Source: an optimization exercise on an open RTL-to-GDS flow (aim: small area, a short achievable clock period and few clock cycles per item). Production flows keep margins and buffers that such runs may drop.
RTL that was checked went through simulation tests only; none was proved equivalent to the original.

==> job 1183 <==
Design des, start of the top module:
module des
(
    input  logic   clock,
    input  logic   rst,
    input  des_pkg::block_t key,
    input  des_pkg::block_t plaintext,
    input  logic   iv,
    output des_pkg::block_t ciphertext,
    output logic   ov
);
    logic [ROUNDS:1][SUBKEY_W-1:0] subkeys;
    logic [ROUNDS:0][BLOCK_W-1:0] state;
    logic [ROUNDS:0]       v;
    des_key_schedule u_key_schedule (
        .key     (key),
        .subkeys (subkeys)
    );
    des_input_stage u_input_stage (
        .clock     (clock),
        .rst       (rst),
        .iv        (iv),
        .plaintext (plaintext),
        .out_valid (v[0]),
        .out_state (state[0])
    );
    for (genvar i = 1; i <= ROUNDS; i++) begin : g_round
        des_round u_round (
            .clock     (clock),
            .rst       (rst),
            .in_valid  (v[i-1]),
            .in_state  (state[i-1]),
            .subkey    (subkeys[i]),
            .out_valid (v[i]),
            .out_state (state[i])
        );
    end
    des_output_stage u_output_stage (
        .clock      (clock),
        .rst        (rst),
        .in_valid   (v[ROUNDS]),
        .in_state   (state[ROUNDS]),
        .ciphertext (ciphertext),
        .ov         (ov)
    );
endmodule
==> module des_round, before the edit <==
module des_round
(
    input  logic       clock,
    input  logic       rst,
    input  logic       in_valid,
    input  des_pkg::half_pair_t in_state,
    input  des_pkg::subkey_t    subkey,
    output logic       out_valid,
    output des_pkg::half_pair_t out_state
);
    logic [HALF_W-1:0] f_out;
    des_feistel u_feistel (
        .right  (in_state.right),
        .subkey (subkey),
        .f_out  (f_out)
    );
    always_ff @(posedge clock) begin
        if (rst) begin
            out_valid <= 1'b0;
            out_state <= '0;
        end else begin
            out_valid       <= in_valid;
            out_state.left  <= in_state.right;
            out_state.right <= in_state.left ^ f_out;
        end
    end
endmodule
==> module des_input_stage, before the edit <==
module des_input_stage
(
    input  logic       clock,
    input  logic       rst,
    input  logic       iv,
    input  des_pkg::block_t     plaintext,
    output logic       out_valid,
    output des_pkg::half_pair_t out_state
);
    logic [BLOCK_W-1:0] ip_out;
    always_comb begin
        for (int i = 0; i < BLOCK_W; i++) begin
            ip_out[BLOCK_W-1-i] = plaintext[BLOCK_W-IP_TABLE[(BLOCK_W-1-(i))*8 +: 8]];
        end
    end
    always_ff @(posedge clock) begin
        if (rst) begin
            out_valid <= 1'b0;
            out_state <= '0;
        end else begin
            out_valid       <= iv;
            out_state.left  <= ip_out[BLOCK_W-1 -: HALF_W];
            out_state.right <= ip_out[HALF_W-1:0];
        end
    end
endmodule
==> module des_output_stage, before the edit <==
module des_output_stage
(
    input  logic       clock,
    input  logic       rst,
    input  logic       in_valid,
    input  des_pkg::half_pair_t in_state,
    output des_pkg::block_t     ciphertext,
    output logic       ov
);
    logic [BLOCK_W-1:0] preoutput;
    logic [BLOCK_W-1:0] fp_out;
    assign preoutput = {in_state.right, in_state.left};
    always_comb begin
        for (int i = 0; i < BLOCK_W; i++) begin
            fp_out[BLOCK_W-1-i] = preoutput[BLOCK_W-FP_TABLE[(BLOCK_W-1-(i))*8 +: 8]];
        end
    end
    always_ff @(posedge clock) begin
        if (rst) begin
            ov         <= 1'b0;
            ciphertext <= '0;
        end else begin
            ov         <= in_valid;
            ciphertext <= fp_out;
        end
    end
endmodule
==> module des, before the edit <==
module des
(
    input  logic   clock,
    input  logic   rst,
    input  des_pkg::block_t key,
    input  des_pkg::block_t plaintext,
    input  logic   iv,
    output des_pkg::block_t ciphertext,
    output logic   ov
);
    logic [ROUNDS:1][SUBKEY_W-1:0] subkeys;
    logic [ROUNDS:0][BLOCK_W-1:0] state;
    logic [ROUNDS:0]       v;
    des_key_schedule u_key_schedule (
        .key     (key),
        .subkeys (subkeys)
    );
    des_input_stage u_input_stage (
        .clock     (clock),
        .rst       (rst),
        .iv        (iv),
        .plaintext (plaintext),
        .out_valid (v[0]),
        .out_state (state[0])
    );
    for (genvar i = 1; i <= ROUNDS; i++) begin : g_round
        des_round u_round (
            .clock     (clock),
            .rst       (rst),
            .in_valid  (v[i-1]),
            .in_state  (state[i-1]),
            .subkey    (subkeys[i]),
            .out_valid (v[i]),
            .out_state (state[i])
        );
    end
    des_output_stage u_output_stage (
        .clock      (clock),
        .rst        (rst),
        .in_valid   (v[ROUNDS]),
        .in_state   (state[ROUNDS]),
        .ciphertext (ciphertext),
        .ov         (ov)
    );
endmodule
==> flow/config.mk <==
export PLATFORM = sky130hd
export DESIGN_NAME = des
export DESIGN_NICKNAME = des
export VERILOG_FILES = /design/flow/design.v
export SDC_FILE = /design/flow/constraint.sdc
export NUM_CORES = 4
export LEC_CHECK = 0
export CAP_MARGIN = 20
export CORE_MARGIN = 2
export CORE_UTILIZATION = 30
export SLEW_MARGIN = 20
==> flow/constraint.sdc <==
create_clock -name core_clock -period 3.5 [get_ports {clock}]
set_input_delay 0.7000 -clock core_clock [delete_from_list [all_inputs] [get_ports {clock}]]
set_output_delay 0.7000 -clock core_clock [all_outputs]
set_load 0.01 [all_outputs]
run.sh (not shown) runs the stock make flow with config.mk's settings and CLKGATE_MAP_FILE= SYNTH_SCRIPT=/design/flow/synth_recipe.tcl, a recipe that flattens the netlist after the stock synthesis.
==> inputs of job 2655, as changes to job 1183 <==
--- a/flow/design.v
+++ b/flow/design.v
@@ -682,10 +682,8 @@
     always_ff @(posedge clock) begin
-        if (rst) begin
-            out_valid <= 1'b0;
-            out_state <= '0;
-        end else begin
-            out_valid       <= in_valid;
-            out_state.left  <= in_state.right;
-            out_state.right <= in_state.left ^ f_out;
-        end
+        if (rst) out_valid <= 1'b0;
+        else     out_valid <= in_valid;
+    end
+    always_ff @(posedge clock) begin
+        out_state.left  <= in_state.right;
+        out_state.right <= in_state.left ^ f_out;
     end
@@ -709,10 +707,8 @@
     always_ff @(posedge clock) begin
-        if (rst) begin
-            out_valid <= 1'b0;
-            out_state <= '0;
-        end else begin
-            out_valid       <= iv;
-            out_state.left  <= ip_out[BLOCK_W-1 -: HALF_W];
-            out_state.right <= ip_out[HALF_W-1:0];
-        end
+        if (rst) out_valid <= 1'b0;
+        else     out_valid <= iv;
+    end
+    always_ff @(posedge clock) begin
+        out_state.left  <= ip_out[BLOCK_W-1 -: HALF_W];
+        out_state.right <= ip_out[HALF_W-1:0];
     end
@@ -722,4 +718,2 @@
 (
-    input  logic       clock,
-    input  logic       rst,
     input  logic       in_valid,
@@ -730,3 +724,2 @@
     logic [BLOCK_W-1:0] preoutput;
-    logic [BLOCK_W-1:0] fp_out;
     assign preoutput = {in_state.right, in_state.left};
@@ -734,14 +727,6 @@
         for (int i = 0; i < BLOCK_W; i++) begin
-            fp_out[BLOCK_W-1-i] = preoutput[BLOCK_W-FP_TABLE[(BLOCK_W-1-(i))*8 +: 8]];
-        end
-    end
-    always_ff @(posedge clock) begin
-        if (rst) begin
-            ov         <= 1'b0;
-            ciphertext <= '0;
-        end else begin
-            ov         <= in_valid;
-            ciphertext <= fp_out;
+            ciphertext[BLOCK_W-1-i] = preoutput[BLOCK_W-FP_TABLE[(BLOCK_W-1-(i))*8 +: 8]];
         end
     end
+    assign ov = in_valid;
 endmodule
@@ -759,6 +744,8 @@
     logic [ROUNDS:1][SUBKEY_W-1:0] subkeys;
+    logic [BLOCK_W-1:0]  key_q;
     logic [ROUNDS:0][BLOCK_W-1:0] state;
     logic [ROUNDS:0]       v;
+    always_ff @(posedge clock) key_q <= key;
     des_key_schedule u_key_schedule (
-        .key     (key),
+        .key     (key_q),
         .subkeys (subkeys)
@@ -785,4 +772,2 @@
     des_output_stage u_output_stage (
-        .clock      (clock),
-        .rst        (rst),
         .in_valid   (v[ROUNDS]),
--- a/flow/config.mk
+++ b/flow/config.mk
@@ -9,3 +9,4 @@
 export CORE_MARGIN = 2
-export CORE_UTILIZATION = 30
+export CORE_UTILIZATION = 40
+export SETUP_SLACK_MARGIN = 0.8
 export SLEW_MARGIN = 20
==> inputs of job 9166, as changes to job 1183 <==
--- a/flow/design.v
+++ b/flow/design.v
@@ -682,10 +682,8 @@
     always_ff @(posedge clock) begin
-        if (rst) begin
-            out_valid <= 1'b0;
-            out_state <= '0;
-        end else begin
-            out_valid       <= in_valid;
-            out_state.left  <= in_state.right;
-            out_state.right <= in_state.left ^ f_out;
-        end
+        if (rst) out_valid <= 1'b0;
+        else     out_valid <= in_valid;
+    end
+    always_ff @(posedge clock) begin
+        out_state.left  <= in_state.right;
+        out_state.right <= in_state.left ^ f_out;
     end
@@ -709,10 +707,8 @@
     always_ff @(posedge clock) begin
-        if (rst) begin
-            out_valid <= 1'b0;
-            out_state <= '0;
-        end else begin
-            out_valid       <= iv;
-            out_state.left  <= ip_out[BLOCK_W-1 -: HALF_W];
-            out_state.right <= ip_out[HALF_W-1:0];
-        end
+        if (rst) out_valid <= 1'b0;
+        else     out_valid <= iv;
+    end
+    always_ff @(posedge clock) begin
+        out_state.left  <= ip_out[BLOCK_W-1 -: HALF_W];
+        out_state.right <= ip_out[HALF_W-1:0];
     end
@@ -722,4 +718,2 @@
 (
-    input  logic       clock,
-    input  logic       rst,
     input  logic       in_valid,
@@ -730,3 +724,2 @@
     logic [BLOCK_W-1:0] preoutput;
-    logic [BLOCK_W-1:0] fp_out;
     assign preoutput = {in_state.right, in_state.left};
@@ -734,14 +727,6 @@
         for (int i = 0; i < BLOCK_W; i++) begin
-            fp_out[BLOCK_W-1-i] = preoutput[BLOCK_W-FP_TABLE[(BLOCK_W-1-(i))*8 +: 8]];
-        end
-    end
-    always_ff @(posedge clock) begin
-        if (rst) begin
-            ov         <= 1'b0;
-            ciphertext <= '0;
-        end else begin
-            ov         <= in_valid;
-            ciphertext <= fp_out;
+            ciphertext[BLOCK_W-1-i] = preoutput[BLOCK_W-FP_TABLE[(BLOCK_W-1-(i))*8 +: 8]];
         end
     end
+    assign ov = in_valid;
 endmodule
@@ -759,6 +744,8 @@
     logic [ROUNDS:1][SUBKEY_W-1:0] subkeys;
+    logic [BLOCK_W-1:0]  key_q;
     logic [ROUNDS:0][BLOCK_W-1:0] state;
     logic [ROUNDS:0]       v;
+    always_ff @(posedge clock) key_q <= key;
     des_key_schedule u_key_schedule (
-        .key     (key),
+        .key     (key_q),
         .subkeys (subkeys)
@@ -785,4 +772,2 @@
     des_output_stage u_output_stage (
-        .clock      (clock),
-        .rst        (rst),
         .in_valid   (v[ROUNDS]),
--- a/flow/config.mk
+++ b/flow/config.mk
@@ -9,3 +9,3 @@
 export CORE_MARGIN = 2
-export CORE_UTILIZATION = 30
+export CORE_UTILIZATION = 45
 export SLEW_MARGIN = 20
==> comparison table <==
quantity                                                                                                   job 1183                                 job 2655           job 9166
Pin count of the biggest net entering global routing                                                             87                                       27                 27
CP max-delay cell                                                                                           dfxtp_1                                  xnor2_1            dfxtp_2
Global-route met2 utilization                                                                                 33.4%                                    43.0%              53.6%
Relative area change from synthesis to final layout                                                           18.8%                                    17.4%              12.9%
Overall die area                                                                                          0.399 mm²                                0.275 mm²          0.244 mm²
Run status                                                                                           finished clean                           finished clean     finished clean
Launch point of the worst reg-to-reg path                               g_round[14].u_round.out_state[8]$_SDFF_PP0_  g_round[3].u_round.out_state[4]$_DFF_P_  key_q[50]$_DFF_P_
Cell repeated most along the worst path                                                                      nor2_1                                  xnor2_1                  -
Most frequent standard cell in the layout excluding fill and tap cells                                        buf_4                                  nand2_1            nand2_1
Endpoint of the worst hold-timing path                                       u_input_stage.out_state[47]$_SDFF_PP0_                        key_q[39]$_DFF_P_  key_q[46]$_DFF_P_
Sequential cell area                                                                                     0.0234 mm²                               0.0235 mm²         0.0233 mm²
Yosys cell types                                                                                                 92                                       95                 95
Number of global-route vias before repair                                                                   114,382                                  101,269            107,309
Seq cells                                                                                                     1,170                                    1,161              1,161
Portion of the layout cell area used by non-clock buffers                                                     13.0%                                    9.88%              8.52%
Proportion of layout cells with a drive suffix above 1                                                        16.0%                                    14.4%              11.6%
Number of multi-input combinational cells                                                                    13,292                                   12,275             12,275
FILL cells                                                                                                   40,964                                   26,599             23,036
Global Route met1 Usage                                                                                       27.9%                                    36.5%              40.3%
Testbench counts of job 1183, summed over its fixed seeds: cycles 8,760, items 8,192.
No functional check of the RTL was part of job 2655 and job 9166.

---

==> v2: inputs <==
des, a different RTL version from the one above (not shown whole).
==> module des, before the edit <==
module des
(
    input  logic   clock,
    input  logic   rst,
    input  des_pkg::block_t key,
    input  des_pkg::block_t plaintext,
    input  logic   iv,
    output des_pkg::block_t ciphertext,
    output logic   ov
);
    localparam int KEY_COPIES = 2;
    localparam int ROUNDS_PER_COPY = ROUNDS / KEY_COPIES;
    logic [ROUNDS:1][SUBKEY_W-1:0] subkeys;
    logic [KEY_COPIES-1:0][BLOCK_W-1:0] key_q;
    logic [KEY_COPIES-1:0][ROUNDS:1][SUBKEY_W-1:0] copy_subkeys;
    logic [ROUNDS:0][BLOCK_W-1:0] state;
    logic [ROUNDS:0]       v;
    always_ff @(posedge clock) begin
        key_q[0] <= key;
        for (int c = 1; c < KEY_COPIES; c++) key_q[c] <= key_q[c-1];
    end
    for (genvar c = 0; c < KEY_COPIES; c++) begin : g_key
        des_key_schedule u_key_schedule (
            .key     (key_q[c]),
            .subkeys (copy_subkeys[c])
        );
        for (genvar r = c * ROUNDS_PER_COPY + 1; r <= (c + 1) * ROUNDS_PER_COPY; r++) begin : g_sel
            assign subkeys[r] = copy_subkeys[c][r];
        end
    end
    des_input_stage u_input_stage (
        .clock     (clock),
        .rst       (rst),
        .iv        (iv),
        .plaintext (plaintext),
        .out_valid (v[0]),
        .out_state (state[0])
    );
    for (genvar i = 1; i <= ROUNDS; i++) begin : g_round
        des_round u_round (
            .clock     (clock),
            .rst       (rst),
            .in_valid  (v[i-1]),
            .in_state  (state[i-1]),
            .subkey    (subkeys[i]),
            .out_valid (v[i]),
            .out_state (state[i])
        );
    end
    des_output_stage u_output_stage (
        .in_valid   (v[ROUNDS]),
        .in_state   (state[ROUNDS]),
        .ciphertext (ciphertext),
        .ov         (ov)
    );
endmodule
==> flow/config.mk <==
export PLATFORM = sky130hd
export DESIGN_NAME = des
export DESIGN_NICKNAME = des
export VERILOG_FILES = /design/flow/design.v
export SDC_FILE = /design/flow/constraint.sdc
export NUM_CORES = 4
export LEC_CHECK = 0
export CAP_MARGIN = 20
export CORE_MARGIN = 2
export CORE_UTILIZATION = 40
export CTS_CLUSTER_DIAMETER = 100
export CTS_CLUSTER_SIZE = 30
export SETUP_SLACK_MARGIN = 0.9
export SLEW_MARGIN = 20
==> flow/constraint.sdc <==
create_clock -name core_clock -period 3.5 [get_ports {clock}]
set_input_delay 0.7000 -clock core_clock [delete_from_list [all_inputs] [get_ports {clock}]]
set_output_delay 0.7000 -clock core_clock [all_outputs]
set_load 0.01 [all_outputs]
standard.sh (not shown) runs the stock make flow with config.mk's settings and CLKGATE_MAP_FILE= SYNTH_SCRIPT=/design/flow/synth_recipe.tcl, a recipe that flattens the netlist after the stock synthesis.
==> flow/flow/run.sh <==
#!/bin/bash
# Own flow: the standard layout (standard.sh) with two changes.
# - Synthesis runs through flow/synth.tcl, which maps with flow/abc_map.script,
#   and without ORFS's half-adder extraction (ADDER_MAP_FILE empty).
# - The buffers ORFS puts on every input and output port are buf_4 cells
#   instead of the slow delay buffer ORFS picks by default.
# Each tool's output is in orfs/logs; make's own output goes to flow_make.log.
set -euo pipefail
W=$(pwd)
export FLOW_ABC_SCRIPT=$W/flow/abc_map.script
bash standard.sh finish SYNTH_SCRIPT=$W/flow/synth.tcl ADDER_MAP_FILE= \
  "BUFFER_PORTS_ARGS=-buffer_cell sky130_fd_sc_hd__buf_4" > $W/flow_make.log 2>&1
==> flow/flow/abc_map.script <==
strash
dch
map -D 1500
topo
stime -c
buffer -c
upsize -c
dnsize -c
stime -c
==> flow/flow/synth.tcl <==
# The standard synthesis script (synth_recipe.tcl), with one change: the
# technology-mapping abc call uses flow/abc_map.script (delay-targeted mapping
# with area recovery, then ABC's buffering and gate sizing) in place of ORFS's
# abc_speed.script. Registers are untouched, so they keep the standard
# synthesis's names and cells.
proc synth {args} { yosys synth -nofsm -noshare {*}$args }
proc abc {args} {
  set i [lsearch -exact $args -script]
  if { $i >= 0 } {
    lset args [expr { $i + 1 }] $::env(FLOW_ABC_SCRIPT)
  }
  yosys abc {*}$args
}
source $::env(SCRIPTS_DIR)/synth.tcl
# left out here: clear keep_hierarchy, flatten, clean up, hide names made inside functions, write 1_2_yosys.v
==> v3 (differences from v2) <==
--- a/flow/design.v
+++ b/flow/design.v
@@ -1473,24 +1473,13 @@
     output logic   ov
 );
-    localparam int KEY_COPIES = 2;
-    localparam int ROUNDS_PER_COPY = ROUNDS / KEY_COPIES;
     logic [ROUNDS:1][SUBKEY_W-1:0] subkeys;
-    logic [KEY_COPIES-1:0][BLOCK_W-1:0] key_q;
-    logic [KEY_COPIES-1:0][ROUNDS:1][SUBKEY_W-1:0] copy_subkeys;
+    logic [BLOCK_W-1:0]  key_q;
     logic [ROUNDS:0][BLOCK_W-1:0] state;
     logic [ROUNDS:0]       v;
-    always_ff @(posedge clock) begin
-        key_q[0] <= key;
-        for (int c = 1; c < KEY_COPIES; c++) key_q[c] <= key_q[c-1];
-    end
-    for (genvar c = 0; c < KEY_COPIES; c++) begin : g_key
-        des_key_schedule u_key_schedule (
-            .key     (key_q[c]),
-            .subkeys (copy_subkeys[c])
-        );
-        for (genvar r = c * ROUNDS_PER_COPY + 1; r <= (c + 1) * ROUNDS_PER_COPY; r++) begin : g_sel
-            assign subkeys[r] = copy_subkeys[c][r];
-        end
-    end
+    always_ff @(posedge clock) key_q <= key;
+    des_key_schedule u_key_schedule (
+        .key     (key_q),
+        .subkeys (subkeys)
+    );
     des_input_stage u_input_stage (
         .clock     (clock),
==> flow/flow/run.sh (replaced) <==
#!/bin/bash
# Own flow: the standard layout (standard.sh) with its synthesis run through
# flow/synth.tcl: every module is mapped on its own (SYNTH_HIERARCHICAL with no
# size threshold, flattened before the layout as usual, no pass-through buffers,
# no half-adder extraction)
# with an area-oriented abc script. Each tool's output is in orfs/logs; make's
# own output goes to flow_make.log.
set -euo pipefail
W=$(pwd)
export FLOW_ABC_SCRIPT=$W/flow/abc_map.script
bash standard.sh finish SYNTH_SCRIPT=$W/flow/synth.tcl SYNTH_HIERARCHICAL=1 \
  SYNTH_MINIMUM_KEEP_SIZE=0 SYNTH_INSBUF=0 ADDER_MAP_FILE= > $W/flow_make.log 2>&1
==> flow/flow/abc_map.script (replaced) <==
strash
dch
map -a
==> flow/flow/synth.tcl (replaced) <==
# The standard synthesis script (synth_recipe.tcl) with two changes, neither of
# which touches a register: Yosys's synth runs without its generic abc pass
# (-noabc), so the gate structure written in the RTL reaches technology mapping
# as it is; and the mapping abc call uses flow/abc_map.script (area-oriented
# mapping) in place of ORFS's abc_speed.script.
proc synth {args} { yosys synth -nofsm -noshare -noabc {*}$args }
proc abc {args} {
  set i [lsearch -exact $args -script]
  if { $i >= 0 } {
    lset args [expr { $i + 1 }] $::env(FLOW_ABC_SCRIPT)
  }
  yosys abc {*}$args
}
source $::env(SCRIPTS_DIR)/synth.tcl
# left out here: clear keep_hierarchy, flatten, clean up, hide names made inside functions, write 1_2_yosys.v
--- a/flow/config.mk
+++ b/flow/config.mk
@@ -9,6 +9,4 @@
 export CORE_MARGIN = 2
 export CORE_UTILIZATION = 40
-export CTS_CLUSTER_DIAMETER = 100
-export CTS_CLUSTER_SIZE = 30
-export SETUP_SLACK_MARGIN = 0.9
+export SETUP_SLACK_MARGIN = 1.0
 export SLEW_MARGIN = 20
==> out/qor.tcl <==
set qor(global_placer_s_final_weighted_congestion) 1.04
set qor(critical_path.max_fanout) 5
set qor(status) {no timing/DRC/antenna violations}
set qor(grt_start_max_net_pins) 18
set qor(detailed_place_hpwl_um) 292000
set qor(sequential_cell_total) 1161
The numbers above come from v3.

==> out/qor.tcl <==
set qor(status) {no timing/DRC/antenna violations}
set qor(critical_path.max_fanout) 6
set qor(detailed_place_hpwl_um) 315000
set qor(sequential_cell_total) 1217
set qor(grt_start_max_net_pins) 31
The numbers above come from v2.

Testbench counts of v2, summed over its fixed seeds: cycles 8,728, items 8,192.
Function not checked in v3: the RTL went through the layout flow alone.

-- afterwards: timing with drivers on the ports --
The results above use ideal ports. As a check the final layouts listed here were re-extracted and re-timed, cells and wires unchanged. Step 1, drivers: a clkbuf_16 drives clock and a buf_2 each remaining input, both assumed. Step 2, shift: input delay + t, output delay - t, t = (earliest + latest rising clock arrival at the registers) / 2. This alone moves slack from input paths to output paths. a / b / c = ideal ports / drivers / drivers and shift; a / b = the first two.
run | t (ns) | slack for setup (ns) | worst hold slack (ns) | worst setup path at the end | worst slew at a driven data input, ns | cell pins on the clock port's net
job 1183 | 0.934 | 0.417 / 0.417 / -0.249 | 0.247 / 0.197 / 0.434 | input to register | 0.16 | 1
job 2655 | 0.945 | 0.754 / 0.754 / 0.754 | 0.266 / 0.190 / 0.374 | register to register | 0.05 | 1
job 9166 | 0.913 | 0.278 / 0.278 / 0.278 | 0.301 / 0.226 / 0.378 | register to register | 0.05 | 1
v2 | 0.865 | 0.847 / 0.847 / 0.847 | 0.046 / -0.025 / 0.362 | register to register | 0.09 | 1
v3 | 0.915 | 0.649 / 0.649 / 0.649 | 0.307 / 0.230 / 0.353 | register to register | 0.05 | 1
With both steps, setup timing fails in job 1183, where it was met with ideal ports. The setup slack of job 1183, which loses most, moves by 0.000 ns with the drivers and by -0.666 ns with both steps.
